From an optimization exercise on the open Yosys and OpenROAD flow, aimed at small area and a short achievable clock period; shortcuts taken in it are not production practice. At most, simulation tests tie the RTL to the original design; equivalence was not proved. No functional check of the RTL was part of runs 1 and 2. Power and IR drop assume default switching activity.

==> flow/design.v <==
`default_nettype none
package ldpc_types_pkg;
    typedef logic signed [8-1:0] llr_t;
    typedef logic [8-1:0] mag_t;
    typedef logic [6-1:0] loc_t;
    typedef struct packed {
        llr_t a0;
        llr_t a1;
        llr_t a2;
        llr_t a3;
        llr_t a4;
        llr_t a5;
    } llr_row_t;
    typedef mag_t [7:0] mag_vec_t;
endpackage
`default_nettype wire
`default_nettype none
package ldpc_axil_pkg;
    typedef logic [31:0] axil_addr_t;
    typedef logic [31:0] axil_data_t;
    typedef logic [1:0]  axil_resp_t;
    localparam axil_resp_t AXIL_OKAY   = 2'd0;
    localparam axil_resp_t AXIL_SLVERR = 2'd2;
    typedef struct packed {
        axil_addr_t awaddr;
        logic       awvalid;
        axil_data_t wdata;
        logic [3:0] wstrb;
        logic       wvalid;
        logic       bready;
        axil_addr_t araddr;
        logic       arvalid;
        logic       rready;
    } axil_req_t;
    typedef struct packed {
        logic       awready;
        logic       wready;
        logic       bvalid;
        axil_resp_t bresp;
        logic       arready;
        logic       rvalid;
        axil_data_t rdata;
        axil_resp_t rresp;
    } axil_rsp_t;
endpackage
`default_nettype wire
`timescale 1ns/10ps
`default_nettype none
module ldpc_minsigner (
    input  wire logic        i_clock,
    input  wire logic        i_reset,
    input  wire logic [47:0] i_row,
    input  wire logic        i_valid,
    input  wire logic [7:0]  i_offset,
    output      logic [47:0] o_row,
    output      logic        o_valid
);
logic [7:0]  key_in [6];
logic        lt_in  [6][6];    
always_comb begin
    for (int i = 0; i < 6; i++) begin
        key_in[i] = {i_row[(5-i)*8 +: 7] ^ {7{i_row[(5-i)*8+7]}}, i_row[(5-i)*8+7]};
    end
    for (int j = 0; j < 6; j++) begin
        for (int k = 0; k < 6; k++) begin
            lt_in[j][k] = (j > k) ? (key_in[j] < key_in[k]) : 1'b0;
        end
    end
end
logic [7:0]  key_s1 [6];
logic        lt_s1  [6][6];
always_ff @(posedge i_clock) begin
    for (int i = 0; i < 6; i++) begin
        key_s1[i] <= key_in[i];
    end
    for (int j = 1; j < 6; j++) begin
        for (int k = 0; k < j; k++) begin
            lt_s1[j][k] <= lt_in[j][k];
        end
    end
end
logic [5:0]  beats  [6];
logic [5:0]  is_min;
logic [5:0]  is_sec;
logic [7:0]  min1_key;
logic [7:0]  min2_key;
logic        parity;
always_comb begin
    for (int j = 0; j < 6; j++) begin
        for (int k = 0; k < 6; k++) begin
            if (j == k)     beats[j][k] = 1'b1;
            else if (j > k) beats[j][k] = lt_s1[j][k];
            else            beats[j][k] = ~lt_s1[k][j];
        end
    end
    for (int j = 0; j < 6; j++) begin
        is_min[j] = &beats[j];
        is_sec[j] = 1'b0;
        for (int k = 0; k < 6; k++) begin
            if (k != j) begin
                is_sec[j] = is_sec[j] | (&(beats[j] | (6'b1 << k)) & ~beats[j][k]);
            end
        end
    end
    min1_key = '0;
    min2_key = '0;
    parity   = 1'b0;
    for (int j = 0; j < 6; j++) begin
        min1_key = min1_key | ({8{is_min[j]}} & key_s1[j]);
        min2_key = min2_key | ({8{is_sec[j]}} & key_s1[j]);
        parity   = parity ^ key_s1[j][0];
    end
end
logic [7:0]  mag1_s2;
logic [7:0]  mag2_s2;
logic [5:0]  loc_s2;
logic [5:0]  sign_s2;
always_ff @(posedge i_clock) begin
    mag1_s2 <= {1'b0, min1_key[7:1]} + {7'b0, min1_key[0]};
    mag2_s2 <= {1'b0, min2_key[7:1]} + {7'b0, min2_key[0]};
    loc_s2  <= is_min;
    for (int i = 0; i < 6; i++) begin
        sign_s2[i] <= parity ^ key_s1[i][0];
    end
end
logic [8:0]  dif1;
logic [8:0]  dif2;
logic [7:0]  pos1;
logic [7:0]  pos2;
logic [7:0]  neg1;
logic [7:0]  neg2;
logic [47:0] row_out;
always_comb begin
    dif1 = {1'b0, mag1_s2} - {1'b0, i_offset};
    dif2 = {1'b0, mag2_s2} - {1'b0, i_offset};
    pos1 = dif1[8] ? 8'd0 : dif1[7:0];
    pos2 = dif2[8] ? 8'd0 : dif2[7:0];
    neg1 = dif1[8] ? 8'd0 : i_offset - mag1_s2;
    neg2 = dif2[8] ? 8'd0 : i_offset - mag2_s2;
    for (int i = 0; i < 6; i++) begin
        row_out[(5-i)*8 +: 8] = loc_s2[i] ? (sign_s2[i] ? neg2 : pos2)
                                          : (sign_s2[i] ? neg1 : pos1);
    end
end
always_ff @(posedge i_clock) begin
    o_row <= row_out;
end
logic [1:0]  valid_sr;
always_ff @(posedge i_clock) begin
    if (i_reset) begin
        valid_sr <= '0;
        o_valid  <= 1'b0;
    end else begin
        valid_sr <= {valid_sr[0], i_valid};
        o_valid  <= valid_sr[1];
    end
end
endmodule
`default_nettype wire
`timescale 1ns/10ps
`default_nettype none
module ldpc_ctrl_regs (
    input  wire logic        i_clock,
    input  wire logic        i_reset,
    input  wire logic [31:0] i_awaddr,
    input  wire logic        i_awvalid,
    output      logic        o_awready,
    input  wire logic [31:0] i_wdata,
    input  wire logic [3:0]  i_wstrb,
    input  wire logic        i_wvalid,
    output      logic        o_wready,
    output      logic        o_bvalid,
    output      logic [1:0]  o_bresp,
    input  wire logic        i_bready,
    input  wire logic [31:0] i_araddr,
    input  wire logic        i_arvalid,
    output      logic        o_arready,
    output      logic        o_rvalid,
    output      logic [31:0] o_rdata,
    output      logic [1:0]  o_rresp,
    input  wire logic        i_rready,
    input  wire logic        i_row_done,
    output      logic [7:0]  o_offset
);
logic        aw_ready;
logic        ar_ready;
logic        b_valid;
logic        r_valid;
logic        b_err;
logic        r_err;
logic [31:0] r_data;
logic [31:0] row_count;
logic [7:0]  offset;
always_ff @(posedge i_clock) begin
    if (i_reset) begin
        aw_ready <= 1'b0;
        b_valid  <= 1'b0;
        offset   <= '0;
    end else begin
        aw_ready <= 1'b0;
        if (aw_ready) begin
            b_valid <= 1'b1;
            if (i_awaddr == 32'h0000_0000 && i_wstrb[0]) begin
                offset <= i_wdata[7:0];
            end
        end else if (b_valid) begin
            if (i_bready) begin
                b_valid <= 1'b0;
            end
        end else if (i_awvalid && i_wvalid) begin
            aw_ready <= 1'b1;
        end
    end
end
always_ff @(posedge i_clock) begin
    if (aw_ready) begin
        b_err <= i_awaddr != 32'h0000_0000;
    end
end
always_ff @(posedge i_clock) begin
    if (i_reset) begin
        ar_ready <= 1'b0;
        r_valid  <= 1'b0;
    end else begin
        ar_ready <= 1'b0;
        if (ar_ready) begin
            r_valid <= 1'b1;
        end else if (r_valid) begin
            if (i_rready) begin
                r_valid <= 1'b0;
            end
        end else if (i_arvalid) begin
            ar_ready <= 1'b1;
        end
    end
end
always_ff @(posedge i_clock) begin
    if (ar_ready) begin
        r_err <= 1'b0;
        case (i_araddr)
            32'h0000_0000: r_data <= {24'b0, offset};
            32'h0000_0004:   r_data <= row_count;
            default: begin
                r_data <= '0;
                r_err  <= 1'b1;
            end
        endcase
    end
end
always_ff @(posedge i_clock) begin
    if (i_reset) begin
        row_count <= '0;
    end else if (i_row_done) begin
        row_count <= row_count + 1'b1;
    end
end
assign o_awready = aw_ready;
assign o_wready  = aw_ready;
assign o_bvalid  = b_valid;
assign o_bresp   = {b_err, 1'b0};
assign o_arready = ar_ready;
assign o_rvalid  = r_valid;
assign o_rdata   = r_data;
assign o_rresp   = {r_err, 1'b0};
assign o_offset  = offset;
endmodule
`default_nettype wire
`timescale 1ns/10ps
`default_nettype none
module ldpc_check_node (
    input  wire logic        i_clock,
    input  wire logic        i_reset,
    input  wire logic [47:0] i_row,
    input  wire logic        i_valid,
    output      logic [47:0] o_row,
    output      logic        o_valid,
    input  wire logic [31:0] s_axil_awaddr,
    input  wire logic        s_axil_awvalid,
    output      logic        s_axil_awready,
    input  wire logic [31:0] s_axil_wdata,
    input  wire logic [3:0]  s_axil_wstrb,
    input  wire logic        s_axil_wvalid,
    output      logic        s_axil_wready,
    output      logic        s_axil_bvalid,
    output      logic [1:0]  s_axil_bresp,
    input  wire logic        s_axil_bready,
    input  wire logic [31:0] s_axil_araddr,
    input  wire logic        s_axil_arvalid,
    output      logic        s_axil_arready,
    output      logic        s_axil_rvalid,
    output      logic [31:0] s_axil_rdata,
    output      logic [1:0]  s_axil_rresp,
    input  wire logic        s_axil_rready
);
logic [7:0] offset;
ldpc_ctrl_regs u_ctrl_regs (
    .i_clock    (i_clock),
    .i_reset    (i_reset),
    .i_awaddr   (s_axil_awaddr),
    .i_awvalid  (s_axil_awvalid),
    .o_awready  (s_axil_awready),
    .i_wdata    (s_axil_wdata),
    .i_wstrb    (s_axil_wstrb),
    .i_wvalid   (s_axil_wvalid),
    .o_wready   (s_axil_wready),
    .o_bvalid   (s_axil_bvalid),
    .o_bresp    (s_axil_bresp),
    .i_bready   (s_axil_bready),
    .i_araddr   (s_axil_araddr),
    .i_arvalid  (s_axil_arvalid),
    .o_arready  (s_axil_arready),
    .o_rvalid   (s_axil_rvalid),
    .o_rdata    (s_axil_rdata),
    .o_rresp    (s_axil_rresp),
    .i_rready   (s_axil_rready),
    .i_row_done (o_valid),
    .o_offset   (offset)
);
ldpc_minsigner u_minsigner (
    .i_clock  (i_clock),
    .i_reset  (i_reset),
    .i_row    (i_row),
    .i_valid  (i_valid),
    .i_offset (offset),
    .o_row    (o_row),
    .o_valid  (o_valid)
);
endmodule
`default_nettype wire
==> flow/run.sh <==
#!/bin/bash
# synth_recipe.tcl (not shown) runs the flow's synth.tcl, then flattens the netlist and writes it again
# the make line also repeats each setting of config.mk as NAME=value (left out here)
make -C /OpenROAD-flow-scripts/flow DESIGN_CONFIG=/design/flow/config.mk WORK_HOME=/design/flow/orfs CLKGATE_MAP_FILE= SYNTH_SCRIPT=/design/flow/synth_recipe.tcl finish
==> flow/config.mk <==
export PLATFORM = sky130hd
export DESIGN_NAME = ldpc_check_node
export DESIGN_NICKNAME = ldpc_check_node
export VERILOG_FILES = /design/flow/design.v
export SDC_FILE = /design/flow/constraint.sdc
export NUM_CORES = 4
export LEC_CHECK = 0
export CAP_MARGIN = 20
export CORE_MARGIN = 2
export CORE_UTILIZATION = 40
export SLEW_MARGIN = 20
==> flow/constraint.sdc <==
create_clock -name core_clock -period 4.0 [get_ports {i_clock}]
set_input_delay 0.8000 -clock core_clock [delete_from_list [all_inputs] [get_ports {i_clock}]]
set_output_delay 0.8000 -clock core_clock [all_outputs]
set_load 0.01 [all_outputs]
==> metrics.csv, run 1 <==
stage,metric,value,unit
min_path,worst hold start,u_minsigner.valid_sr[1]$_SDFF_PP0_,
setup_path,critical path's largest stage delay,490,ps
yosys,Post-synth ARST share,0,%
setup_path,Critical Path End Type,flip-flop,
route,DR vias/cell,5.18,
route,DRC violations left,0,
layout,final instance area,16800,um^2
setup_path,CP required,4390,ps
setup_path,CP arrival,3780,ps
layout,layout cells sized above 1,6.97,%
global_route,GRT Util Overall,20.1,%
yosys,commonest register cell after synthesis,dfxtp_1,
route,via count,10600,
global_route,initial antenna violation count,1,
setup_path,worst-path fanout max,11,
setup_path,RR Endpoint,u_minsigner.o_row[45]$_DFF_P_,
timing,total negative setup slack,0,ps
die,# IOs,246,
yosys,Yosys cell types,77,
cts,Inserted Clock Buffers,24,
min_path,hold depth,1,
timing,actual slew at the worst max-slew pin,872,ps
timing,final setup violation count,0,
outcome,status,no timing/DRC/antenna violations,
power,Total Power,9430,uW
yosys,Commonest cells post-synth,"186 x dfxtp_1, 140 x ha_1, 94 x nor2_1",
route,final wirelength,36100,um
global_route,vias in the first global route,10600,
yosys,"top cells by area, synth","dfxtp_1 28%, ha_1 13%, edfxtp_1 7.6%, xor2_1 5.1%, a21o_1 4.0%",
timing,Final Worst Setup Slack,601,ps
placement,Place WS,577,ps
route,DR iter-0 viols,681,
yosys,YS warnings,7,
setup_path,critical path startpoint category,flip-flop,
setup_path,Reg-to-Reg Start,u_ctrl_regs.offset[0]$_SDFFE_PP0P_,
yosys,synthesized instance count,1382,
timing,max-slew violation count,0,
global_route,total gr overflow,0,
global_route,largest net degree at the start of global routing,48,
timing,max-slew headroom at the worst pin,41.4,%
yosys,top-count cell post-synth,dfxtp_1,
setup_path,R2R setup slack,600,ps
placement,routability cong.,0.938,
setup_path,"Slowest-stage cell, CP",fa_1,
yosys,Avg Inst Size Synth,9.75,um^2
placement,detailed placement HPWL,28300,um
timing,final period utilization,85.0,%
setup_path,critical path type,reg -> reg,
route,Final ANT Viol Nets,0,
flow_run,max cap viols,0,
placement,Post-DP Area,16000,um^2
layout,synthesis-to-finish area growth,24.6,%
cts,hold_buf cts,0,
min_path,Worst Hold Class,reg -> reg,
cts,CTS Buffer Depth,3,
placement,port bufs,216,
yosys,share of the synthesized area in the top cell type,27.6,%
setup_path,worst-path cell chain,"ha_1, inv_1, fa_1, a21o_1, a211o_1, a21oi_2, o2bb2ai_1, or2_2, mux2i_1, mux4_2",
die,die area,35200,um^2
power,leakage,0.00706,uW
timing,"Hold Vio Cnt, Final",0,
setup_path,R2R depth,10,
yosys,"EDFF count, synth",34,
die,Rows,67,
yosys,Synth Cell Area,13500,um^2
route,WL/cell,17.7,um
cts,htree depth,1,
layout,Post-layout nets,1875,
yosys,post-synthesis sequential area ratio,35.2,%
cts,root buffer cell,clkbuf_16,
cts,post-cts resize count,0,
cts,clock-pin slew on the worst setup and hold paths,60,ps
cts,postcts setup bufs,0,
die,die height,188,um
route,DRT Pass-1 Iters,5,
die,Starting Density,40.4,%
timing,clock skew,11.5,ps
power,Worst VDD drop,0.321,mV
die,chip width,188,um
yosys,"flops & latches, synth",220,
timing,fmax,0.294,GHz
timing,Final min period,3400,ps
cts,CTS tree,done,
timing,RSZ-0062 raised after global routing,no,
cts,Sinks on Clock Net,220,
cts,"Clk Latency, worst-skew pair",520,ps
yosys,largest area contributor in the netlist,dfxtp_1,
global_route,first-pass GRT wire length,56700,um
power,pwr dens,562,nW/um^2
min_path,Hold Path End,u_minsigner.o_valid$_SDFF_PP0_,
die,core area,33400,um^2
layout,"Core Util, Final",50.3,%
how the worst max path moves through the flow:
stage / cells after the start / slack [ps] / startpoint / endpoint
after floorplan: 9 / 1220 / u_ctrl_regs.offset[1]$_SDFFE_PP0P_ / u_minsigner.o_row[13]$_DFF_P_
after global placement: 10 / 610 / i_row[23] / u_minsigner.lt_s1[27]$_DFF_P_
after detailed placement: 10 / 580 / i_row[23] / u_minsigner.lt_s1[27]$_DFF_P_
after CTS: 10 / 600 / u_ctrl_regs.offset[0]$_SDFFE_PP0P_ / u_minsigner.o_row[5]$_DFF_P_
after global routing: 10 / 420 / u_ctrl_regs.offset[0]$_SDFFE_PP0P_ / u_minsigner.o_row[45]$_DFF_P_
final: 10 / 600 / u_ctrl_regs.offset[0]$_SDFFE_PP0P_ / u_minsigner.o_row[45]$_DFF_P_
cells in the final DEF, fill, tap and decap left out, drive strengths merged, types with 22 or more instances in the layout:
| cell type | synthesis | layout |
|---|---|---|
| dfxtp | 186 | 186 |
| nand4 | 22 | 22 |
| clkbuf | 31 | 29 |
| edfxtp | 34 | 34 |
| nor2 | 96 | 96 |
| a21oi | 66 | 66 |
| nand3 | 33 | 33 |
| nand2 | 73 | 73 |
| mux2i | 43 | 43 |
| mux4 | 24 | 24 |
| a21o | 72 | 72 |
| xor2 | 78 | 78 |
| inv | 82 | 82 |
| and2 | 32 | 32 |
| xnor2 | 51 | 51 |
| a22oi | 27 | 27 |
| ha | 140 | 140 |
| clkdlybuf4s50 | 0 | 216 |
report_power, final:
group,switching [uW],leakage (uW),internal [uW]
clock network,884,0.000391,1280
logic,2050,0.00480,2110
registers,466,0.00187,2650
total,3400,0.00706,6030
cells by family after synthesis:
group                    share of synthesized area [%]
AND/OR/NAND/NOR                                   15.3
AO/OA/AOI/OAI                                     14.5
flip-flops                                        35.2
buffers and inverters                             4.74
adder cells (fa/ha/maj)                           13.6
XOR/XNOR                                          8.44
multiplexers                                      8.21
other                                           0.0278
metal layers:
layer	share of wire, %	track usage, %	vias to the layer above
li1	-	-	5335
met1	43	24.8	4886
met2	49	36.0	283
met3	4.1	2.43	80
met4	3.7	7.60	0
met5	0	0	-
flip-flops by register name (all words and copies together) (netlist names):
register               cells
u_minsigner.key_s1        48
u_ctrl_regs.offset         8
u_ctrl_regs.b_err          1
u_ctrl_regs.r_data        32
u_minsigner.loc_s2         6
u_minsigner.mag2_s2        8
u_ctrl_regs.r_valid        1
u_minsigner.o_valid        1
u_ctrl_regs.b_valid        1
u_ctrl_regs.ar_ready       1
u_minsigner.sign_s2        6
u_minsigner.lt_s1         15
u_ctrl_regs.aw_ready       1
u_minsigner.valid_sr       2
u_minsigner.mag1_s2        8
u_ctrl_regs.r_err          1
u_minsigner.o_row         48
u_ctrl_regs.row_count     32
per-stage QoR:
step | hold slack [ps] | cells
floorplan | 414 | 1383
global placement | 423 | 1997
detailed placement | 420 | 1997
CTS | 437 | 2041
global route | 468 | 2042
finish | 434 | 2042
final cells by class:
cell class / count / area (um^2)
Fill cell: 3148 / 16600
Inverter: 82 / 308
Sequential cell: 220 / 4740
Multi-Input combinational cell: 1015 / 8100
Clock inverter: 15 / 153
Tap cell: 448 / 561
Antenna cell: 1 / 2.50
Clock buffer: 29 / 639
Timing Repair Buffer: 232 / 2280
critical path: cells and delay by family, from the launching register on:
kind	cells	cell delay (ps)
AOI/OAI and AO/OA	4	1180
buffers and inverters	1	60
adders and majority gates	2	680
muxes	2	620
DFF	1	470
and+or+nand+nor	1	240
==> run 2, diff against run 1 <==
--- a/flow/config.mk
+++ b/flow/config.mk
@@ -8,4 +8,5 @@
 export CAP_MARGIN = 20
 export CORE_MARGIN = 2
 export CORE_UTILIZATION = 40
+export SETUP_SLACK_MARGIN = 2.0
 export SLEW_MARGIN = 20
==> metrics.csv, run 2 <==
stage,metric,value,unit,change
outcome,status,no timing/DRC/antenna violations,,
global_route,total gr overflow,0,,unchanged
setup_path,Critical Path End Type,flip-flop,,
route,met1 WL,16600,um,+6.2%
cts,Inserted Clock Buffers,23,,-4.2%
die,die area,35200,um^2,unchanged
yosys,Yosys cell types,77,,unchanged
die,core area,33400,um^2,unchanged
placement,Post-DP Area,16300,um^2,+2.2%
die,Starting Density,40.4,%,unchanged
timing,final setup violation count,0,,unchanged
route,via count,11500,,+9.0%
placement,Place WS,540,ps,-36.9 ps
route,DRC violations left,0,,unchanged
cts,CTS Buffer Depth,3,,unchanged
layout,synthesis-to-finish area growth,47.6,%,
placement,Cells after DPL,1994,,-0.15%
timing,max-slew violation count,0,,unchanged
timing,max-slew headroom at the worst pin,41.5,%,about the same
setup_path,critical path startpoint category,flip-flop,,
timing,fmax,0.377,GHz,+28%
power,leakage,0.00853,uW,+21%
yosys,largest area contributor in the netlist,dfxtp_1,,
layout,ant diodes,0,,-1
route,DRT Pass-1 Iters,5,,unchanged
timing,Final min period,2650,ps,-744 ps
cts,Sinks on Clock Net,220,,unchanged
flow_run,max cap viols,0,,unchanged
layout,most frequent cells in the layout,"161 x dfxtp_1, 103 x ha_1, 101 x buf_4, 78 x nor2_1, 71 x a21o_1",,
placement,port bufs,216,,unchanged
layout,"most common cell after layout, fill and taps aside",dfxtp_1,,
route,WL/cell,18.7,um,+6.0%
die,# IOs,246,,unchanged
yosys,commonest register cell after synthesis,dfxtp_1,,
die,Rows,67,,unchanged
layout,top flop regs,"u_minsigner.key_s1: 48 flops, u_minsigner.o_row: 48 flops",,
layout,final instance area,19900,um^2,+18%
yosys,Synth Cell Area,13500,um^2,unchanged
global_route,largest net degree at the start of global routing,48,,unchanged
layout,Post-layout nets,2008,,+7.1%
route,DR vias/cell,5.31,,+2.5%
route,DR iter-0 viols,565,,-17%
die,chip width,188,um,unchanged
yosys,"top cells by area, synth","dfxtp_1 28%, ha_1 13%, edfxtp_1 7.6%, xor2_1 5.1%, a21o_1 4.0%",,
timing,RSZ-0062 raised after global routing,yes,,
setup_path,worst-path fanout max,6,,-5
yosys,synthesized instance count,1382,,unchanged
timing,"Hold Vio Cnt, Final",0,,unchanged
yosys,post-synthesis sequential area ratio,35.2,%,unchanged
setup_path,CP arrival,3050,ps,-730 ps
power,pwr dens,554,nW/um^2,-1.3%
setup_path,critical path type,reg -> reg,,
route,final wirelength,40700,um,+13%
layout,layout cells sized above 1,31.4,%,+24 points
placement,detailed placement HPWL,29100,um,+2.9%
route,met2 wire len,20500,um,+16%
die,die height,188,um,unchanged
placement,routability cong.,0.898,,-4.2%
cts,"Clk Latency, worst-skew pair",520,ps,about the same
route,Final ANT Viol Nets,0,,unchanged
timing,actual slew at the worst max-slew pin,877,ps,+4.94 ps
global_route,first-pass GRT wire length,62100,um,+9.5%
yosys,"flops & latches, synth",220,,unchanged
timing,Final Worst Setup Slack,1350,ps,+744 ps
cts,htree depth,1,,unchanged
timing,total negative setup slack,0,ps,unchanged
cts,CTS tree,done,,
yosys,YS warnings,7,,unchanged
setup_path,CP required,4390,ps,about the same
yosys,share of the synthesized area in the top cell type,27.6,%,unchanged
yosys,"EDFF count, synth",34,,unchanged
cts,hold_buf cts,0,,unchanged
global_route,vias in the first global route,11400,,+7.9%
global_route,initial antenna violation count,0,,-1
yosys,Post-synth ARST share,0,%,unchanged
cts,root buffer cell,clkbuf_16,,
min_path,Worst Hold Class,in -> reg,,
layout,final std cells w/o fill,2173,,+6.4%
route,highest routed layer,met4,,
global_route,GRT Util Overall,22.0,%,+1.9 points
timing,clock skew,11.9,ps,+0.396 ps
route,WL met3,1980,um,+35%
yosys,Commonest cells post-synth,"186 x dfxtp_1, 140 x ha_1, 94 x nor2_1",,
timing,final period utilization,66.4,%,-19 points
yosys,Avg Inst Size Synth,9.75,um^2,unchanged
layout,"Core Util, Final",59.6,%,+9.3 points
power,Worst VDD drop,0.357,mV,+11%
cts,clock-pin slew on the worst setup and hold paths,60,ps,about the same
yosys,top-count cell post-synth,dfxtp_1,,
## run 2: final cells by class
class	instances	area (um^2)
Tap cell	448	561
Clock buffer	32	682
Multi-Input combinational cell	1017	9950
Sequential cell	220	4820
Clock inverter	10	144
Timing Repair Buffer	364	3400
Inverter	82	318
Fill cell	2864	13500
## run 2: path summary, 6_finish.rpt
check,from,end,slack (ps),cells after the start
worst max register to register,u_ctrl_regs.offset[0]$_SDFFE_PP0P_,u_minsigner.o_row[5]$_DFF_P_,1350,10
worst max-delay path,u_ctrl_regs.offset[0]$_SDFFE_PP0P_,u_minsigner.o_row[5]$_DFF_P_,1350,10
worst min-delay path,i_row[39],u_minsigner.key_s1[1][0]$_DFF_P_,410,1
worst min register to register,u_minsigner.valid_sr[0]$_SDFF_PP0_,u_minsigner.valid_sr[1]$_SDFF_PP0_,430,1
## run 2: timing repair
item / 4_1_cts / 5_1_grt
endpoints found under the hold margin: 0 / 0
gates cloned: 2 / 1
pin swaps: 104 / 141
gates resized for setup: 440 / 226
buffers inserted: 71 / 63
setup endpoints to repair: 218 / 146
## run 2: stage by stage
| step | hold WS [ps] | power (uW) |
|---|---|---|
| finish | 412 | 11000 |
| global route | 399 | 11600 |
| CTS | 426 | 10400 |
| detailed placement | 421 | 7470 |
| global placement | 417 | 7390 |
| floorplan | 414 | 6160 |
## run 2: kinds of logic (layout without fill, tap and decap cells)
logic type	Yosys count	in the layout	share of synthesized area [%]
AO/OA/AOI/OAI	274	276	14.5
XOR/XNOR	129	129	8.44
adder cells (fa/ha/maj)	144	144	13.6
buffers and inverters	148	488	4.74
flip-flops	220	220	35.2
multiplexers	79	79	8.21
other	1	2	0.0278
AND/OR/NAND/NOR	387	387	15.3
## run 2: critical path: stages, from the launching register on
cell       delay [ps]
dfxtp_4           390
ha_4              130
inv_2              40
fa_2              340
a21o_1            180
a211o_1           330
a21oi_4           190
o2bb2ai_4         180
or2b_4            190
mux2i_4            90
mux4_2            470
## run 2: power by group
| part | internal (uW) | switching, uW | total, uW |
|---|---|---|---|
| logic | 2930 | 2690 | 5620 |
| clock network | 1400 | 878 | 2270 |
| registers | 2660 | 469 | 3130 |
| total | 6990 | 4040 | 11000 |
## run 2: layer usage
layer  track usage, %  up-vias
met5                0        -
met4             8.81        0
met3             2.56       93
met2             39.1      370
met1             27.1     5468
li1                 -     5610
==> run 3, diff against run 2 <==
--- a/flow/design.v
+++ b/flow/design.v
@@ -51,10 +51,16 @@
     input  wire logic        i_reset,
     input  wire logic [47:0] i_row,
     input  wire logic        i_valid,
-    input  wire logic [7:0]  i_offset,
+    input  wire logic [8:0]  i_neg_offset,
     output      logic [47:0] o_row,
     output      logic        o_valid
 );
+function automatic less8(input [7:0] a, input [7:0] b);
+    less8 = 1'b0;
+    for (int i = 0; i < 8; i++) begin
+        less8 = (~a[i] & b[i]) | ((~a[i] | b[i]) & less8);
+    end
+endfunction
 logic [7:0]  key_in [6];
 logic        lt_in  [6][6];    
 always_comb begin
@@ -63,7 +69,7 @@
     end
     for (int j = 0; j < 6; j++) begin
         for (int k = 0; k < 6; k++) begin
-            lt_in[j][k] = (j > k) ? (key_in[j] < key_in[k]) : 1'b0;
+            lt_in[j][k] = (j > k) ? less8(key_in[j], key_in[k]) : 1'b0;
         end
     end
 end
@@ -111,13 +117,13 @@
         parity   = parity ^ key_s1[j][0];
     end
 end
-logic [7:0]  mag1_s2;
-logic [7:0]  mag2_s2;
+logic [7:0]  key1_s2;
+logic [7:0]  key2_s2;
 logic [5:0]  loc_s2;
 logic [5:0]  sign_s2;
 always_ff @(posedge i_clock) begin
-    mag1_s2 <= {1'b0, min1_key[7:1]} + {7'b0, min1_key[0]};
-    mag2_s2 <= {1'b0, min2_key[7:1]} + {7'b0, min2_key[0]};
+    key1_s2 <= min1_key;
+    key2_s2 <= min2_key;
     loc_s2  <= is_min;
     for (int i = 0; i < 6; i++) begin
         sign_s2[i] <= parity ^ key_s1[i][0];
@@ -125,34 +131,42 @@
 end
 logic [8:0]  dif1;
 logic [8:0]  dif2;
-logic [7:0]  pos1;
-logic [7:0]  pos2;
+logic [7:0]  cor1_s3;
+logic [7:0]  cor2_s3;
+logic [5:0]  loc_s3;
+logic [5:0]  sign_s3;
+always_comb begin
+    dif1 = {2'b0, key1_s2[7:1]} + i_neg_offset + {8'b0, key1_s2[0]};
+    dif2 = {2'b0, key2_s2[7:1]} + i_neg_offset + {8'b0, key2_s2[0]};
+end
+always_ff @(posedge i_clock) begin
+    cor1_s3 <= dif1[8] ? 8'd0 : dif1[7:0];
+    cor2_s3 <= dif2[8] ? 8'd0 : dif2[7:0];
+    loc_s3  <= loc_s2;
+    sign_s3 <= sign_s2;
+end
 logic [7:0]  neg1;
 logic [7:0]  neg2;
 logic [47:0] row_out;
 always_comb begin
-    dif1 = {1'b0, mag1_s2} - {1'b0, i_offset};
-    dif2 = {1'b0, mag2_s2} - {1'b0, i_offset};
-    pos1 = dif1[8] ? 8'd0 : dif1[7:0];
-    pos2 = dif2[8] ? 8'd0 : dif2[7:0];
-    neg1 = dif1[8] ? 8'd0 : i_offset - mag1_s2;
-    neg2 = dif2[8] ? 8'd0 : i_offset - mag2_s2;
+    neg1 = -cor1_s3;
+    neg2 = -cor2_s3;
     for (int i = 0; i < 6; i++) begin
-        row_out[(5-i)*8 +: 8] = loc_s2[i] ? (sign_s2[i] ? neg2 : pos2)
-                                          : (sign_s2[i] ? neg1 : pos1);
+        row_out[(5-i)*8 +: 8] = loc_s3[i] ? (sign_s3[i] ? neg2 : cor2_s3)
+                                          : (sign_s3[i] ? neg1 : cor1_s3);
     end
 end
 always_ff @(posedge i_clock) begin
     o_row <= row_out;
 end
-logic [1:0]  valid_sr;
+logic [2:0]  valid_sr;
 always_ff @(posedge i_clock) begin
     if (i_reset) begin
         valid_sr <= '0;
         o_valid  <= 1'b0;
     end else begin
-        valid_sr <= {valid_sr[0], i_valid};
-        o_valid  <= valid_sr[1];
+        valid_sr <= {valid_sr[1:0], i_valid};
+        o_valid  <= valid_sr[2];
     end
 end
 endmodule
@@ -180,7 +194,7 @@
     output      logic [1:0]  o_rresp,
     input  wire logic        i_rready,
     input  wire logic        i_row_done,
-    output      logic [7:0]  o_offset
+    output      logic [8:0]  o_neg_offset
 );
 logic        aw_ready;
 logic        ar_ready;
@@ -190,18 +204,20 @@
 logic        r_err;
 logic [31:0] r_data;
 logic [31:0] row_count;
-logic [7:0]  offset;
+logic [7:0]  neg_offset;     
+logic [7:0]  wr_neg;
+assign wr_neg = -i_wdata[7:0];
 always_ff @(posedge i_clock) begin
     if (i_reset) begin
         aw_ready <= 1'b0;
         b_valid  <= 1'b0;
-        offset   <= '0;
+        neg_offset <= '0;
     end else begin
         aw_ready <= 1'b0;
         if (aw_ready) begin
             b_valid <= 1'b1;
             if (i_awaddr == 32'h0000_0000 && i_wstrb[0]) begin
-                offset <= i_wdata[7:0];
+                neg_offset <= wr_neg;
             end
         end else if (b_valid) begin
             if (i_bready) begin
@@ -238,7 +254,7 @@
     if (ar_ready) begin
         r_err <= 1'b0;
         case (i_araddr)
-            32'h0000_0000: r_data <= {24'b0, offset};
+            32'h0000_0000: r_data <= {24'b0, -neg_offset};
             32'h0000_0004:   r_data <= row_count;
             default: begin
                 r_data <= '0;
@@ -262,7 +278,7 @@
 assign o_rvalid  = r_valid;
 assign o_rdata   = r_data;
 assign o_rresp   = {r_err, 1'b0};
-assign o_offset  = offset;
+assign o_neg_offset = {|neg_offset, neg_offset};
 endmodule
 `default_nettype wire
 `timescale 1ns/10ps
@@ -292,7 +308,7 @@
     output      logic [1:0]  s_axil_rresp,
     input  wire logic        s_axil_rready
 );
-logic [7:0] offset;
+logic [8:0] neg_offset;
 ldpc_ctrl_regs u_ctrl_regs (
     .i_clock    (i_clock),
     .i_reset    (i_reset),
@@ -314,14 +330,14 @@
     .o_rresp    (s_axil_rresp),
     .i_rready   (s_axil_rready),
     .i_row_done (o_valid),
-    .o_offset   (offset)
+    .o_neg_offset (neg_offset)
 );
 ldpc_minsigner u_minsigner (
     .i_clock  (i_clock),
     .i_reset  (i_reset),
     .i_row    (i_row),
     .i_valid  (i_valid),
-    .i_offset (offset),
+    .i_neg_offset (neg_offset),
     .o_row    (o_row),
     .o_valid  (o_valid)
 );
--- a/flow/config.mk
+++ b/flow/config.mk
@@ -8,5 +8,4 @@
 export CAP_MARGIN = 20
 export CORE_MARGIN = 2
 export CORE_UTILIZATION = 40
-export SETUP_SLACK_MARGIN = 2.0
 export SLEW_MARGIN = 20
==> metrics.csv, run 3 <==
stage,metric,value,unit,change
outcome,status,no timing/DRC/antenna violations,,
route,via count,9902,,-14%
cts,"Clk Latency, worst-skew pair",520,ps,about the same
min_path,Worst Hold Class,reg -> reg,,
timing,final setup violation count,0,,unchanged
global_route,total gr overflow,0,,unchanged
flow_run,max cap viols,0,,unchanged
yosys,"EDFF count, synth",34,,unchanged
route,Final ANT Viol Nets,0,,unchanged
die,core area,29600,um^2,-11%
min_path,worst hold start,u_minsigner.sign_s2[4]$_DFF_P_,,
setup_path,"Slowest-stage cell, CP",clkdlybuf4s50_1,,
power,leakage,0.00586,uW,-31%
layout,most frequent cells in the layout,"216 x clkdlybuf4s50_1, 215 x dfxtp_1, 104 x nor2_1, 82 x nand2_1, 71 x xnor2_1",,
timing,max-slew violation count,0,,unchanged
cts,htree depth,1,,unchanged
timing,clock skew,20.7,ps,+8.80 ps
global_route,GRT Util Overall,19.4,%,-2.7 points
power,Worst VDD drop,0.273,mV,-23%
layout,ant diodes,0,,unchanged
die,Rows,63,,-6.0%
power,pwr dens,541,nW/um^2,-2.3%
setup_path,CP most frequent cell,maj3_1,,
setup_path,RR Endpoint,u_minsigner.cor1_s3[3]$_SDFF_PP0_,,
route,DR vias/cell,5.30,,-0.30%
route,final wirelength,30700,um,-25%
yosys,Yosys cell types,72,,-6.5%
power,Total Power,8410,uW,-24%
min_path,Hold Path End,u_minsigner.sign_s3[4]$_DFF_P_,,
placement,detailed placement HPWL,23400,um,-20%
yosys,share of the synthesized area in the top cell type,35.7,%,+8.1 points
route,WL/cell,16.4,um,-12%
timing,max-slew headroom at the worst pin,25.7,%,-16 points
die,Starting Density,40.7,%,+0.27 points
yosys,commonest register cell after synthesis,dfxtp_1,,
setup_path,R2R depth,11,,+1
cts,postcts setup bufs,0,,-100%
global_route,vias in the first global route,9662,,-15%
layout,number of fill cells,2782,,-2.9%
timing,Final Worst Setup Slack,942,ps,-404 ps
global_route,initial antenna violation count,0,,unchanged
layout,synthesis-to-finish area growth,29.0,%,
cts,post-cts resize count,0,,-100%
setup_path,R2R setup slack,1360,ps,about the same
route,DRT Pass-1 Iters,7,,+2
yosys,Post-synth ARST share,0,%,unchanged
cts,hold_buf cts,0,,unchanged
setup_path,CP required,4400,ps,about the same
timing,Final min period,3060,ps,+404 ps
setup_path,critical path startpoint category,input port,,
cts,root buffer cell,clkbuf_16,,
route,DR iter-0 viols,974,,+72%
layout,"most common cell after layout, fill and taps aside",clkdlybuf4s50_1,,
timing,actual slew at the worst max-slew pin,1100,ps,+228 ps
die,die height,178,um,-5.3%
yosys,"top cells by area, synth","dfxtp_1 36%, edfxtp_1 8.5%, mux4_2 5.6%, xnor2_1 5.2%, a22oi_1 4.2%",,
yosys,Synth Cell Area,12100,um^2,-11%
die,chip width,178,um,-5.3%
placement,routability cong.,0.861,,-4.1%
setup_path,Critical Path End Type,flip-flop,,
timing,"Hold Vio Cnt, Final",0,,unchanged
die,# IOs,246,,unchanged
yosys,post-synthesis sequential area ratio,44.2,%,+9.0 points
layout,layout cells sized above 1,8.92,%,-23 points
timing,final period utilization,76.5,%,+10 points
setup_path,worst-path cell chain,"clkdlybuf4s50_1, buf_4, or2_2, a21oi_1, o31ai_1, a221o_1, o311ai_1, maj3_1, maj3_1",,
setup_path,critical path's largest stage delay,710,ps,+240 ps
setup_path,worst-path fanout max,12,,+6
timing,RSZ-0062 raised after global routing,no,,
setup_path,critical path type,in -> reg,,
yosys,Commonest cells post-synth,"215 x dfxtp_1, 104 x nor2_1, 82 x nand2_1",,
min_path,hold depth,0,,-1
die,die area,31500,um^2,-10%
cts,CTS tree,done,,
timing,total negative setup slack,0,ps,unchanged
layout,top flop regs,"u_minsigner.key_s1: 48 flops, u_minsigner.o_row: 48 flops",,
cts,clock-pin slew on the worst setup and hold paths,60,ps,about the same
yosys,"flops & latches, synth",249,,+13%
placement,Place WS,394,ps,-146 ps
yosys,top-count cell post-synth,dfxtp_1,,
setup_path,CP arrival,3450,ps,+400 ps
cts,Inserted Clock Buffers,25,,+8.7%
global_route,largest net degree at the start of global routing,49,,+2.1%
yosys,synthesized instance count,1250,,-9.6%
timing,fmax,0.327,GHz,-13%
yosys,Avg Inst Size Synth,9.64,um^2,-1.1%
setup_path,Reg-to-Reg Start,u_ctrl_regs.neg_offset[0]$_SDFFE_PP0P_,,
layout,Post-layout nets,1640,,-18%
cts,CTS Buffer Depth,3,,unchanged
route,DRC violations left,0,,unchanged
yosys,largest area contributor in the netlist,dfxtp_1,,
yosys,YS warnings,7,,unchanged
placement,port bufs,216,,unchanged
cts,Sinks on Clock Net,249,,+13%
global_route,first-pass GRT wire length,49900,um,-20%
==> run 3: changes by cell type after synthesis, moves of 19 or more <==
cell and change:
inv_1 -21, a22oi_1 +40, mux2i_1 -27, ha_1 -123, xnor2_1 +21, dfxtp_1 +29
o21ai_0 +31, o22ai_1 +24, xor2_1 -24, o21a_1 -19, a21o_1 -68
==> run 3: where the power goes <==
group          internal [uW]  total [uW]  switching, uW  leakage, uW
clock                   1450        2390            940     0.000432
sequential              3010        3430            421      0.00211
combinational           1390        2590           1200      0.00333
==> run 3: worst max path at each step <==
stage / from / end / slack (ps)
after floorplan: i_row[47] / u_minsigner.lt_s1[6]$_DFF_P_ / 1380
after global placement: i_row[23] / u_minsigner.lt_s1[27]$_DFF_P_ / 440
after detailed placement: i_row[23] / u_minsigner.lt_s1[27]$_DFF_P_ / 390
after CTS: i_row[23] / u_minsigner.lt_s1[27]$_DFF_P_ / 950
after global routing: i_row[23] / u_minsigner.lt_s1[27]$_DFF_P_ / 800
final: i_row[15] / u_minsigner.lt_s1[27]$_DFF_P_ / 940
==> run 3: metrics by stage <==
stage	area (um^2)	utilization, %	cells	hold WS, ps
3_5_place_dp	14700	49.5	1826	313
5_1_grt	15500	52.4	1870	329
3_3_place_gp	14700	49.5	1826	314
4_1_cts	15500	52.4	1870	326
6_report	15500	52.4	1870	324
2_1_floorplan	12100	-	1251	310
==> run 3: area by class of cell <==
cell class,count,area [um^2],area share (%)
Sequential cell,249,5330,34.3
Inverter,67,251,1.62
Clock inverter,10,119,0.765
Multi-Input combinational cell,871,6190,39.9
Timing Repair Buffer,249,2410,15.5
Clock buffer,34,752,4.84
Tap cell,390,488,3.14
==> run 3: cell families (layout without fill, tap and decap cells) <==
kind of cell / count (synthesis) / in the layout / share of synthesized area [%]
multiplexers: 46 / 46 / 6.94
flip-flops: 249 / 249 / 44.2
other: 1 / 2 / 0.0311
AND/OR/NAND/NOR: 380 / 380 / 15.7
adder cells (fa/ha/maj): 35 / 35 / 3.63
XOR/XNOR: 129 / 129 / 9.63
AO/OA/AOI/OAI: 279 / 279 / 15.4
buffers and inverters: 131 / 360 / 4.50
==> run 3: layer usage <==
layer	share of wire (%)	wire, um	global-route usage [%]	up-vias
met3	4.6	1420	2.19	66
met2	48	14700	32.9	304
met5	0	0	0	-
li1	-	-	-	4918
met4	2.9	903	6.86	0
met1	45	13700	25.4	4614
==> run 3: worst max-delay path, delay by kind of cell <==
kind                       cells  cell delay [ps]
and+or+nand+nor                1              130
AOI/OAI and AO/OA              4              780
buffers and inverters          2              980
adders and majority gates      2              750
==> run 4, diff against run 3 <==
==> flow/flow/run.sh (new file) <==
#!/bin/bash
# Standard layout, with plain buffers on the ports instead of the delay cell
# that buffer_ports picks by default.
cp standard.sh standard_sh.txt
cp config.mk config_mk.txt
export BUFFER_PORTS_ARGS="-buffer_cell sky130_fd_sc_hd__buf_2"
bash standard.sh > standard.log 2>&1
==> flow/standard.sh (new file) <==
#!/bin/bash
# synth_recipe.tcl (not shown) runs the flow's synth.tcl, then flattens the netlist and writes it again
# the make line also repeats each setting of config.mk as NAME=value (left out here)
make -C /OpenROAD-flow-scripts/flow DESIGN_CONFIG=/design/flow/config.mk WORK_HOME=/design/flow/orfs CLKGATE_MAP_FILE= SYNTH_SCRIPT=/design/flow/synth_recipe.tcl "${@:-finish}"
removed: flow/run.sh
==> metrics.csv, run 4 <==
stage,metric,value,unit,change
power,combinational power share,27.9,%,-2.9 points
die,core area,29600,um^2,unchanged
timing,fmax,0.366,GHz,+12%
die,chip width,178,um,unchanged
cts,root buffer cell,clkbuf_16,,
yosys,YS warnings,7,,unchanged
route,DR iter-0 viols,923,,-5.2%
yosys,Synth Cell Area,12100,um^2,unchanged
setup_path,critical path's largest stage delay,410,ps,-300 ps
die,# IOs,246,,unchanged
yosys,Yosys cell types,72,,unchanged
layout,final std cells w/o fill,1847,,-1.2%
power,part of the power in registers,41.8,%,+1.0 points
cts,CTS Buffer Depth,3,,unchanged
global_route,initial antenna violation count,0,,unchanged
setup_path,critical path startpoint category,input port,,
route,WL/cell,15.9,um,-2.8%
layout,ant diodes,0,,unchanged
layout,number of fill cells,2808,,+0.93%
route,DRC violations left,0,,unchanged
route,via count,9765,,-1.4%
yosys,post-synthesis sequential area ratio,44.2,%,unchanged
die,die area,31500,um^2,unchanged
timing,max-slew violation count,0,,unchanged
flow_run,max cap viols,0,,unchanged
route,DRT Pass-1 Iters,5,,-2
outcome,status,no timing/DRC/antenna violations,,
timing,final period utilization,68.2,%,-8.2 points
yosys,Commonest cells post-synth,"215 x dfxtp_1, 104 x nor2_1, 82 x nand2_1",,
yosys,Post-synth ARST share,0,%,unchanged
placement,port bufs,216,,unchanged
setup_path,"Slowest-stage cell, CP",buf_2,,
cts,Inserted Clock Buffers,26,,+4.0%
cts,hold_buf cts,0,,unchanged
cts,CTS tree,done,,
yosys,"flops & latches, synth",249,,unchanged
timing,"Hold Vio Cnt, Final",0,,unchanged
yosys,post-synthesis compound-gate area fraction,15.4,%,unchanged
route,Final ANT Viol Nets,0,,unchanged
yosys,commonest register cell after synthesis,dfxtp_1,,
timing,max-slew headroom at the worst pin,24.7,%,-1.0 points
layout,synthesis-to-finish area growth,18.7,%,
timing,RSZ-0062 raised after global routing,no,,
cts,clock-pin slew on the worst setup and hold paths,60,ps,about the same
route,final wirelength,29400,um,-4.0%
yosys,"EDFF count, synth",34,,unchanged
layout,Post-layout nets,1615,,-1.5%
yosys,top-count cell post-synth,dfxtp_1,,
cts,htree depth,1,,unchanged
yosys,"top cells by area, synth","dfxtp_1 36%, edfxtp_1 8.5%, mux4_2 5.6%, xnor2_1 5.2%, a22oi_1 4.2%",,
die,Rows,63,,unchanged
power,leakage,0.00583,uW,-0.58%
timing,actual slew at the worst max-slew pin,1120,ps,+14.9 ps
power,Int Power,5650,uW,-3.6%
yosys,multiplexer share of the synthesized area,6.94,%,unchanged
power,switching share of total power,30.9,%,+0.52 points
power,Net Sw Power,2530,uW,-1.2%
global_route,largest net degree at the start of global routing,49,,unchanged
yosys,share of the synthesized area in the top cell type,35.7,%,unchanged
layout,"most common cell after layout, fill and taps aside",buf_2,,
setup_path,critical path type,in -> reg,,
cts,Sinks on Clock Net,249,,unchanged
power,Worst VDD drop,0.292,mV,+7.0%
yosys,Avg Inst Size Synth,9.64,um^2,unchanged
timing,total negative setup slack,0,ps,unchanged
setup_path,CP required,4390,ps,about the same
timing,Final min period,2730,ps,-328 ps
placement,Cells after DPL,1800,,-1.4%
layout,"Core Util, Final",48.2,%,-4.2 points
layout,top flop regs,"u_minsigner.key_s1: 48 flops, u_minsigner.o_row: 48 flops",,
power,Total Power,8170,uW,-2.8%
timing,final setup violation count,0,,unchanged
min_path,Worst Hold Class,reg -> reg,,
yosys,largest area contributor in the netlist,dfxtp_1,,
die,Starting Density,40.7,%,unchanged
cts,post-cts resize count,0,,unchanged
power,clock network power share,30.3,%,+1.9 points
layout,most frequent cells in the layout,"216 x buf_2, 215 x dfxtp_1, 104 x nor2_1, 82 x nand2_1, 71 x xnor2_1",,
cts,"Clk Latency, worst-skew pair",520,ps,about the same
yosys,Adder-Cell Fraction of Synth Area,3.63,%,unchanged
placement,routability cong.,0.877,,+1.8%
die,die height,178,um,unchanged
yosys,synthesized instance count,1250,,unchanged
power,pwr dens,572,nW/um^2,+5.6%
global_route,total gr overflow,0,,unchanged
global_route,vias in the first global route,9333,,-3.4%
global_route,GRT Util Overall,18.6,%,-0.79 points
setup_path,worst-path cell chain,"buf_2, inv_1, and3_1, o31ai_1, a221o_1, o311ai_1, maj3_1, maj3_1",,
layout,layout cells sized above 1,22.2,%,+13 points
cts,postcts setup bufs,0,,unchanged
route,DR vias/cell,5.29,,-0.16%
setup_path,worst-path fanout max,25,,+13
placement,detailed placement HPWL,22400,um,-4.3%
setup_path,CP arrival,3120,ps,-330 ps
yosys,largest family of logic cells by synthesized area,simple AND/OR/NAND/NOR gates,,
setup_path,CP most frequent cell,maj3_1,,
yosys,Synth Area in Simple Gates,15.7,%,unchanged
timing,clock skew,10.4,ps,-10.3 ps
global_route,first-pass GRT wire length,47900,um,-4.1%
yosys,xor/xnor share of the synthesized area,9.63,%,unchanged
setup_path,Critical Path End Type,flip-flop,,
==> run 4: final cells by class <==
cell class	count	area, um^2	area share, %
Multi-Input combinational cell	871	6190	43.3
Sequential cell	249	5330	37.2
Timing Repair Buffer	223	1130	7.93
Clock buffer	31	711	4.97
Tap cell	390	488	3.41
Inverter	67	251	1.76
Clock inverter	16	195	1.37
==> run 4: logic make-up (layout without fill, tap and decap cells) <==
family | Yosys count | after routing
AO/OA/AOI/OAI | 279 | 279
XOR/XNOR | 129 | 129
adder cells (fa/ha/maj) | 35 | 35
buffers and inverters | 131 | 337
flip-flops | 249 | 249
multiplexers | 46 | 46
other | 1 | 2
AND/OR/NAND/NOR | 380 | 380
==> run 4: per-stage QoR <==
| step | setup slack, ps | area, um^2 | hold WS [ps] |
|---|---|---|---|
| final | 1270 | 14300 | 326 |
| after global routing | 1110 | 14300 | 332 |
| after CTS | 1280 | 14300 | 327 |
| after detailed placement | 745 | 13400 | 312 |
| after global placement | 788 | 13400 | 312 |
| after floorplan | 1380 | 12100 | 310 |
==> run 4: path summary, 6_finish.rpt <==
check	from	endpoint	slack [ps]	depth (start not counted)
max reg2reg	u_ctrl_regs.neg_offset[0]$_SDFFE_PP0P_	u_minsigner.cor2_s3[3]$_SDFF_PP0_	1360	11
min	u_minsigner.loc_s2[0]$_DFF_P_	u_minsigner.loc_s3[0]$_DFF_P_	330	0
max	i_row[15]	u_minsigner.lt_s1[27]$_DFF_P_	1270	8
min reg2reg	u_minsigner.loc_s2[0]$_DFF_P_	u_minsigner.loc_s3[0]$_DFF_P_	330	0
==> run 4: power groups by stage <==
stage / logic [uW] / clock network [uW] / registers [uW]
5_1_grt: 2550 / 2650 / 3470
2_1_floorplan: 1680 / 0 / 3350
6_report: 2280 / 2480 / 3420
3_5_place_dp: 2270 / 0 / 3470
4_1_cts: 2280 / 2540 / 3420
3_3_place_gp: 2240 / 0 / 3460
==> run 4: metal layers <==
layer,vias to the layer above,wire length (um),track usage (%)
met5,-,0,0
li1,4875,-,-
met1,4539,13600,25.0
met3,40,1460,2.31
met4,0,531,5.16
met2,311,13800,31.3
==> run 4: critical path: cells and delay by family <==
family | cells | cell delay [ps]
AO/OA/AOI/OAI | 3 | 650
adder cells (fa/ha/maj) | 2 | 760
buffers and inverters | 2 | 650
AND/OR/NAND/NOR | 1 | 230
==> run 5, diff against run 4 <==
==> flow/flow/run.sh (replaced) <==
#!/bin/bash
# Standard layout, with plain buffers on the ports instead of the delay cell
# that buffer_ports picks by default.
export BUFFER_PORTS_ARGS="-buffer_cell sky130_fd_sc_hd__buf_2"
bash standard.sh > standard.log 2>&1
--- a/flow/config.mk
+++ b/flow/config.mk
@@ -8,4 +8,5 @@
 export CAP_MARGIN = 20
 export CORE_MARGIN = 2
 export CORE_UTILIZATION = 40
+export SETUP_SLACK_MARGIN = 1.9
 export SLEW_MARGIN = 20
==> metrics.csv, run 5 <==
stage,metric,value,unit,change
outcome,status,no timing/DRC/antenna violations,,
power,leakage,0.00640,uW,+9.8%
power,part of the power in registers,41.2,%,-0.6 points
layout,"most common cell after layout, fill and taps aside",dfxtp_1,,
power,Net Sw Power,2600,uW,+3.0%
cts,CTS Buffer Depth,3,,unchanged
route,DR vias/cell,5.38,,+1.7%
global_route,first-pass GRT wire length,49800,um,+4.0%
yosys,Post-synth ARST share,0,%,unchanged
power,Int Power,5700,uW,+0.89%
route,final wirelength,31500,um,+7.1%
route,DRT Pass-1 Iters,5,,unchanged
min_path,worst hold start,u_minsigner.loc_s2[2]$_DFF_P_,,
setup_path,worst-path cell chain,"buf_16, nor2b_4, nor2b_4, a221o_1, a222oi_1, o22ai_1, maj3_2, maj3_2",,
flow_run,max cap viols,0,,unchanged
die,core area,29600,um^2,unchanged
min_path,Hold Path End,u_minsigner.loc_s3[2]$_DFF_P_,,
power,combinational power share,30.2,%,+2.3 points
timing,fmax,0.458,GHz,+25%
layout,ant diodes,0,,unchanged
yosys,post-synthesis sequential area ratio,44.2,%,unchanged
layout,Post-layout nets,1667,,+3.2%
cts,Sinks on Clock Net,249,,unchanged
yosys,top-count cell post-synth,dfxtp_1,,
timing,clock skew,10.3,ps,-0.0696 ps
yosys,Yosys cell types,72,,unchanged
placement,detailed placement HPWL,22900,um,+2.3%
yosys,"EDFF count, synth",34,,unchanged
yosys,commonest register cell after synthesis,dfxtp_1,,
setup_path,Critical Path End Type,flip-flop,,
power,switching share of total power,31.4,%,+0.44 points
setup_path,critical path's largest stage delay,340,ps,-70 ps
die,Rows,63,,unchanged
cts,CTS tree,done,,
timing,max-slew headroom at the worst pin,28.4,%,+3.7 points
yosys,share of the synthesized area in the top cell type,35.7,%,unchanged
cts,clock-pin slew on the worst setup and hold paths,60,ps,about the same
layout,most frequent cells in the layout,"213 x dfxtp_1, 201 x buf_2, 93 x nor2_1, 81 x nand2_1, 66 x a22oi_1",,
yosys,YS warnings,7,,unchanged
layout,Reg area,5330,um^2,+0.14%
timing,RSZ-0062 raised after global routing,yes,,
power,clock network power share,28.6,%,-1.7 points
setup_path,CP required,4400,ps,about the same
route,DRC violations left,0,,unchanged
route,Final ANT Viol Nets,0,,unchanged
setup_path,R2R depth,11,,unchanged
yosys,Avg Inst Size Synth,9.64,um^2,unchanged
yosys,Commonest cells post-synth,"215 x dfxtp_1, 104 x nor2_1, 82 x nand2_1",,
layout,synthesis-to-finish area growth,29.8,%,
die,die area,31500,um^2,unchanged
setup_path,R2R setup slack,1840,ps,+480 ps
global_route,initial antenna violation count,0,,unchanged
power,Worst VDD drop,0.287,mV,-1.8%
timing,Final min period,2180,ps,-547 ps
setup_path,RR Endpoint,u_minsigner.cor1_s3[5]$_SDFF_PP0_,,
layout,top flop regs,"u_minsigner.key_s1: 48 flops, u_minsigner.o_row: 48 flops",,
setup_path,critical path startpoint category,input port,,
route,DR iter-0 viols,823,,-11%
yosys,"flops & latches, synth",249,,unchanged
timing,"Hold Vio Cnt, Final",0,,unchanged
yosys,largest area contributor in the netlist,dfxtp_1,,
timing,total negative setup slack,0,ps,unchanged
timing,max-slew violation count,0,,unchanged
layout,number of fill cells,2693,,-4.1%
min_path,hold depth,0,,unchanged
layout,multi-input combinational cell area,6870,um^2,+11%
global_route,vias in the first global route,9768,,+4.7%
die,chip width,178,um,unchanged
placement,port bufs,216,,unchanged
placement,routability cong.,0.892,,+1.8%
global_route,GRT Util Overall,19.4,%,+0.84 points
yosys,synthesized instance count,1250,,unchanged
die,die height,178,um,unchanged
setup_path,critical path type,in -> reg,,
timing,actual slew at the worst max-slew pin,1070,ps,-54.5 ps
layout,layout cells sized above 1,30.7,%,+8.5 points
min_path,Worst Hold Class,reg -> reg,,
route,WL/cell,16.6,um,+4.3%
die,Starting Density,40.7,%,unchanged
setup_path,Reg-to-Reg Start,u_ctrl_regs.neg_offset[0]$_SDFFE_PP0P_,,
setup_path,"Slowest-stage cell, CP",a222oi_1,,
setup_path,crit-path leading delay family,compound AO/OA/AOI/OAI gates,,
timing,final period utilization,54.6,%,-14 points
cts,root buffer cell,clkbuf_16,,
cts,Inserted Clock Buffers,25,,-3.8%
global_route,total gr overflow,0,,unchanged
cts,"Clk Latency, worst-skew pair",520,ps,about the same
die,# IOs,246,,unchanged
yosys,Synth Cell Area,12100,um^2,unchanged
setup_path,CP arrival,2580,ps,-540 ps
setup_path,WP buf/inv,1,,-1
cts,htree depth,1,,unchanged
power,pwr dens,531,nW/um^2,-7.2%
layout,"Core Util, Final",52.8,%,+4.5 points
yosys,"top cells by area, synth","dfxtp_1 36%, edfxtp_1 8.5%, mux4_2 5.6%, xnor2_1 5.2%, a22oi_1 4.2%",,
route,via count,10200,,+4.5%
setup_path,worst-path fanout max,5,,-80%
timing,final setup violation count,0,,unchanged
global_route,largest net degree at the start of global routing,49,,unchanged
==> run 5: cell counts after synthesis <==
No cell type changed its count.
==> run 5: power by group through the flow <==
stage | sequential (uW) | clock (uW) | combinational, uW
floorplan | 3350 | 0 | 1730
global placement | 3460 | 0 | 2300
detailed placement | 3480 | 0 | 2330
CTS | 3420 | 2440 | 2440
global route | 3490 | 2540 | 2750
finish | 3420 | 2370 | 2510
==> run 5: cell type report <==
type                       instances  share of cell area [%]
clock inverter                    11                   0.792
tap                              390                    3.12
sequential                       249                    34.1
timing repair buffer             275                    11.7
inverter                          67                    1.67
multi-input combinational        872                    43.9
clock buffer                      33                    4.71
==> run 5: stage by stage <==
step	hold slack (ps)	worst slack [ps]	instance area, um^2	total power, uW	std cells
6_report	323	1820	15600	8300	1897
5_1_grt	332	1750	15600	8780	1897
4_1_cts	325	1830	15200	8300	1878
3_5_place_dp	312	908	13700	5810	1798
3_3_place_gp	312	909	13700	5760	1798
2_1_floorplan	310	1520	12500	5080	1251
==> run 5: cell families after synthesis <==
family                     count (synthesis)  share of synthesized area [%]
muxes                                     46                           6.94
and+or+nand+nor                          380                           15.7
buffers and inverters                    131                           4.50
other                                      1                         0.0311
xor gates and xnor gates                 129                           9.63
AOI/OAI and AO/OA                        279                           15.4
adders and majority gates                 35                           3.63
DFF                                      249                           44.2
==> run 5: timing repair <==
action | CTS | global route
gates cloned | 3 | 2
gates resized for setup | 78 | 52
buffers inserted | 33 | 17
hold buffers | 0 | 0
endpoints found under the setup margin | 54 | 48
pin swaps | 44 | 39
==> run 5: worst max path at each step <==
stage	from	end	slack [ps]	cells past startpoint
finish	i_row[47]	u_minsigner.lt_s1[6]$_DFF_P_	1820	8
global route	u_ctrl_regs.neg_offset[0]$_SDFFE_PP0P_	u_minsigner.cor2_s3[5]$_SDFF_PP0_	1750	11
CTS	i_row[39]	u_minsigner.lt_s1[6]$_DFF_P_	1830	8
detailed placement	i_row[47]	u_minsigner.lt_s1[6]$_DFF_P_	910	7
global placement	i_row[47]	u_minsigner.lt_s1[6]$_DFF_P_	910	7
floorplan	i_row[47]	u_minsigner.lt_s1[6]$_DFF_P_	1520	8
==> run 5: routing by layer <==
metal	wire length [um]	track usage, %	part of all wire (%)	up-vias
met4	913	6.35	2.9	0
met2	15200	33.6	48	368
li1	-	-	-	4987
met1	13500	24.9	43	4775
met3	1900	2.53	6.0	71
met5	0	0	0	-
==> run 6, diff against run 5 <==
==> flow/flow/run.sh (replaced) <==
#!/bin/bash
# Standard layout, with plain buffers on the ports instead of the delay cell
# that buffer_ports picks by default.
export BUFFER_PORTS_ARGS="-buffer_cell sky130_fd_sc_hd__buf_1"
bash standard.sh > standard.log 2>&1
--- a/flow/config.mk
+++ b/flow/config.mk
@@ -7,6 +7,9 @@
 export LEC_CHECK = 0
 export CAP_MARGIN = 20
 export CORE_MARGIN = 2
-export CORE_UTILIZATION = 40
-export SETUP_SLACK_MARGIN = 1.9
+export CORE_UTILIZATION = 55
+export CTS_BUF_LIST = sky130_fd_sc_hd__clkbuf_8
+export CTS_CLUSTER_DIAMETER = 60
+export CTS_CLUSTER_SIZE = 16
+export SETUP_SLACK_MARGIN = 2.3
 export SLEW_MARGIN = 20
==> metrics.csv, run 6 <==
stage,metric,value,unit,change
outcome,status,no timing/DRC/antenna violations,,
cts,Inserted Clock Buffers,19,,-24%
layout,Post-layout nets,1741,,+4.4%
global_route,initial antenna violation count,0,,unchanged
die,die area,23100,um^2,-27%
setup_path,Reg-to-Reg Start,u_ctrl_regs.neg_offset[0]$_SDFFE_PP0P_,,
layout,most frequent cells in the layout,"160 x dfxtp_1, 107 x buf_1, 106 x buf_4, 88 x nor2_1, 74 x nand2_1",,
setup_path,CP required,4440,ps,+40 ps
timing,Final Worst Setup Slack,1750,ps,-71.2 ps
route,final wirelength,33600,um,+6.5%
setup_path,RR Endpoint,u_minsigner.cor2_s3[3]$_SDFF_PP0_,,
power,pwr dens,464,nW/um^2,-13%
min_path,Hold Path End,u_minsigner.loc_s3[0]$_DFF_P_,,
route,WL/cell,18.2,um,+9.2%
cts,CTS Buffer Depth,3,,unchanged
route,DRC violations left,0,,unchanged
timing,Final min period,2250,ps,+71.2 ps
min_path,hold depth,0,,unchanged
yosys,"top cells by area, synth","dfxtp_1 36%, edfxtp_1 8.5%, mux4_2 5.6%, xnor2_1 5.2%, a22oi_1 4.2%",,
global_route,GRT Util Overall,26.9,%,+7.5 points
yosys,Commonest cells post-synth,"215 x dfxtp_1, 104 x nor2_1, 82 x nand2_1",,
die,Starting Density,55.6,%,+15 points
yosys,share of the synthesized area in the top cell type,35.7,%,unchanged
min_path,Worst Hold Class,reg -> reg,,
global_route,first-pass GRT wire length,51900,um,+4.2%
timing,RSZ-0062 raised after global routing,yes,,
layout,synthesis-to-finish area growth,37.1,%,
yosys,post-synthesis sequential area ratio,44.2,%,unchanged
cts,"Clk Latency, worst-skew pair",520,ps,about the same
yosys,YS warnings,7,,unchanged
route,via count,10800,,+5.6%
placement,routability cong.,0.912,,+2.2%
timing,fmax,0.444,GHz,-3.2%
yosys,Synth Cell Area,12100,um^2,unchanged
yosys,"flops & latches, synth",249,,unchanged
setup_path,R2R setup slack,1750,ps,-90 ps
flow_run,max cap viols,0,,unchanged
timing,max-slew headroom at the worst pin,33.7,%,+5.4 points
route,Final ANT Viol Nets,0,,unchanged
die,Rows,54,,-14%
layout,top flop regs,"u_minsigner.key_s1: 48 flops, u_minsigner.o_row: 48 flops",,
timing,max-slew violation count,0,,unchanged
placement,Place WS,703,ps,-206 ps
setup_path,critical path type,reg -> reg,,
cts,htree depth,1,,unchanged
route,DR vias/cell,5.83,,+8.4%
die,core area,21700,um^2,-27%
yosys,largest area contributor in the netlist,dfxtp_1,,
yosys,Avg Inst Size Synth,9.64,um^2,unchanged
layout,ant diodes,0,,unchanged
setup_path,Critical Path End Type,flip-flop,,
cts,CTS tree,done,,
placement,Post-DP Area,13400,um^2,-1.9%
timing,clock skew,19.7,ps,+9.40 ps
setup_path,CP arrival,2690,ps,+110 ps
setup_path,R2R depth,11,,unchanged
yosys,synthesized instance count,1250,,unchanged
placement,detailed placement HPWL,21900,um,-4.5%
placement,port bufs,216,,unchanged
cts,hold_buf cts,0,,unchanged
cts,clock-pin slew on the worst setup and hold paths,100,ps,+40 ps
die,die height,152,um,-14%
yosys,Yosys cell types,72,,unchanged
layout,"most common cell after layout, fill and taps aside",dfxtp_1,,
setup_path,critical path startpoint category,flip-flop,,
layout,number of fill cells,1447,,-46%
global_route,total gr overflow,0,,unchanged
cts,Sinks on Clock Net,249,,unchanged
route,DRT Pass-1 Iters,6,,+1
power,Total Power,7670,uW,-7.5%
die,# IOs,246,,unchanged
power,Worst VDD drop,0.201,mV,-30%
timing,total negative setup slack,0,ps,unchanged
cts,root buffer cell,clkbuf_8,,
layout,final instance area,16500,um^2,+5.7%
power,leakage,0.00652,uW,+1.7%
global_route,vias in the first global route,10500,,+7.3%
die,chip width,152,um,-14%
layout,layout cells sized above 1,36.7,%,+6.0 points
global_route,largest net degree at the start of global routing,49,,unchanged
route,DR iter-0 viols,753,,-8.5%
yosys,Post-synth ARST share,0,%,unchanged
yosys,commonest register cell after synthesis,dfxtp_1,,
layout,"Core Util, Final",76.2,%,+23 points
min_path,worst hold start,u_minsigner.loc_s2[0]$_DFF_P_,,
yosys,"EDFF count, synth",34,,unchanged
timing,actual slew at the worst max-slew pin,994,ps,-71.4 ps
yosys,top-count cell post-synth,dfxtp_1,,
timing,final period utilization,56.4,%,+1.8 points
timing,"Hold Vio Cnt, Final",0,,unchanged
setup_path,worst-path fanout max,7,,+2
timing,final setup violation count,0,,unchanged
-- run 6: cell count changes in the layout (fill, tap and decap cells not counted), moves of 34 or more --
cell      before  now
buf_1          0  107
buf_2        201   35
buf_4         53  106
buf_6          5   46
clkbuf_2       0   34
dfxtp_1      213  160
dfxtp_2        0   38
-- run 6: how the worst max path moves through the flow --
stage	start	to	slack (ps)	cells after the start
final	u_ctrl_regs.neg_offset[0]$_SDFFE_PP0P_	u_minsigner.cor2_s3[3]$_SDFF_PP0_	1750	11
after global placement	i_row[7]	u_minsigner.lt_s1[33]$_DFF_P_	710	7
after detailed placement	i_row[7]	u_minsigner.lt_s1[33]$_DFF_P_	700	7
after floorplan	i_row[47]	u_minsigner.lt_s1[6]$_DFF_P_	1520	8
after CTS	u_ctrl_regs.neg_offset[0]$_SDFFE_PP0P_	u_minsigner.cor2_s3[3]$_SDFF_PP0_	1810	11
after global routing	u_ctrl_regs.neg_offset[0]$_SDFFE_PP0P_	u_minsigner.cor2_s3[3]$_SDFF_PP0_	1670	11
-- run 6: per-stage QoR --
stage	hold WS, ps	cells
finish	333	1849
global route	341	1849
CTS	332	1813
detailed placement	312	1694
global placement	312	1694
floorplan	310	1251
-- run 6: power by group --
group,internal [uW],switching (uW)
sequential,3030,453
combinational,1530,1390
clock,522,746
-- run 6: cells by family (layout without fill, tap and decap cells) --
kind of cell,count (synthesis),count (layout),synth area share [%]
adder cells (fa/ha/maj),35,35,3.63
flip-flops,249,249,44.2
AO/OA/AOI/OAI,279,279,15.4
AND/OR/NAND/NOR,380,383,15.7
multiplexers,46,46,6.94
other,1,2,0.0311
XOR/XNOR,129,129,9.63
buffers and inverters,131,446,4.50
-- run 6: layer usage --
layer  GRT usage (%)  up-vias  routed length (um)
li1                -     5120                   -
met1            32.7     5036               12900
met2            49.5      507               17200
met3            2.74      112                2040
met4            10.0        0                1330
met5               0        -                   0
-- run 6: repair_timing --
| item | 4_1_cts | 5_1_grt |
|---|---|---|
| buffers inserted | 88 | 36 |
| pin swaps | 93 | 91 |
| cloned | 5 | 0 |
| gates resized for setup | 304 | 184 |
| setup endpoints to repair | 213 | 208 |
-- run 6: worst max-delay path, cell delays in order, from the launching register on --
cell and delay [ps]:
dfxtp_4 380, inv_6 40, fa_2 350, inv_2 70, fa_2 190, a21o_1 130
a21oi_2 70, o21bai_1 230, a21oi_2 100, nand2b_4 170, a31o_4 270, nor3_2 190
-- run 6: area by class of cell --
cell class / count / area, um^2 / share of cell area (%)
multi-input combinational: 874 / 7580 / 45.9
inverter: 67 / 269 / 1.63
timing repair buffer: 353 / 2560 / 15.5
tap: 280 / 350 / 2.12
clock buffer: 20 / 275 / 1.67
sequential: 249 / 5440 / 32.9
clock inverter: 6 / 48.8 / 0.295

[afterwards: timing with drivers on the ports]
The flow's constraints put no driver on any port. The routed layouts listed below were extracted and timed again, unchanged, in two steps.
Step 1 (the two cells are an assumption about what drives the block):
set clk [get_ports {i_clock}]
set_driving_cell -lib_cell sky130_fd_sc_hd__clkbuf_16 $clk
set_driving_cell -lib_cell sky130_fd_sc_hd__buf_2 [delete_from_list [all_inputs] $clk]
Step 2, shift: input delay + t, output delay - t, t = (earliest + latest rising clock arrival at the registers) / 2. This alone moves slack from input paths to output paths.
Slacks: no drivers / after step 1 / after step 2; pairs: no drivers / after step 1.
| run | t, ns | setup WS [ns] | hold slack, ns | worst slew at a driven data input, ns | pins driven straight from the clock port |
|---|---|---|---|---|---|
| run 1 | 0.564 | 0.601 / 0.601 / 0.573 | 0.434 / 0.434 / 0.434 | 0.07 | 1 |
| run 2 | 0.568 | 1.346 / 1.346 / 1.289 | 0.412 / 0.425 / 0.432 | 0.08 | 1 |
| run 3 | 0.553 | 0.942 / 0.967 / 0.413 | 0.324 / 0.324 / 0.324 | 0.05 | 1 |
| run 4 | 0.560 | 1.270 / 1.298 / 0.737 | 0.326 / 0.326 / 0.326 | 0.04 | 1 |
| run 5 | 0.556 | 1.817 / 1.712 / 1.155 | 0.323 / 0.323 / 0.323 | 0.18 | 1 |
| run 6 | 0.548 | 1.746 / 1.746 / 1.227 | 0.333 / 0.333 / 0.333 | 0.11 | 1 |
After both steps setup and hold are still met in every run listed. The setup slack of run 5, which loses most, moves by -0.105 ns with the drivers and by -0.662 ns with both steps.
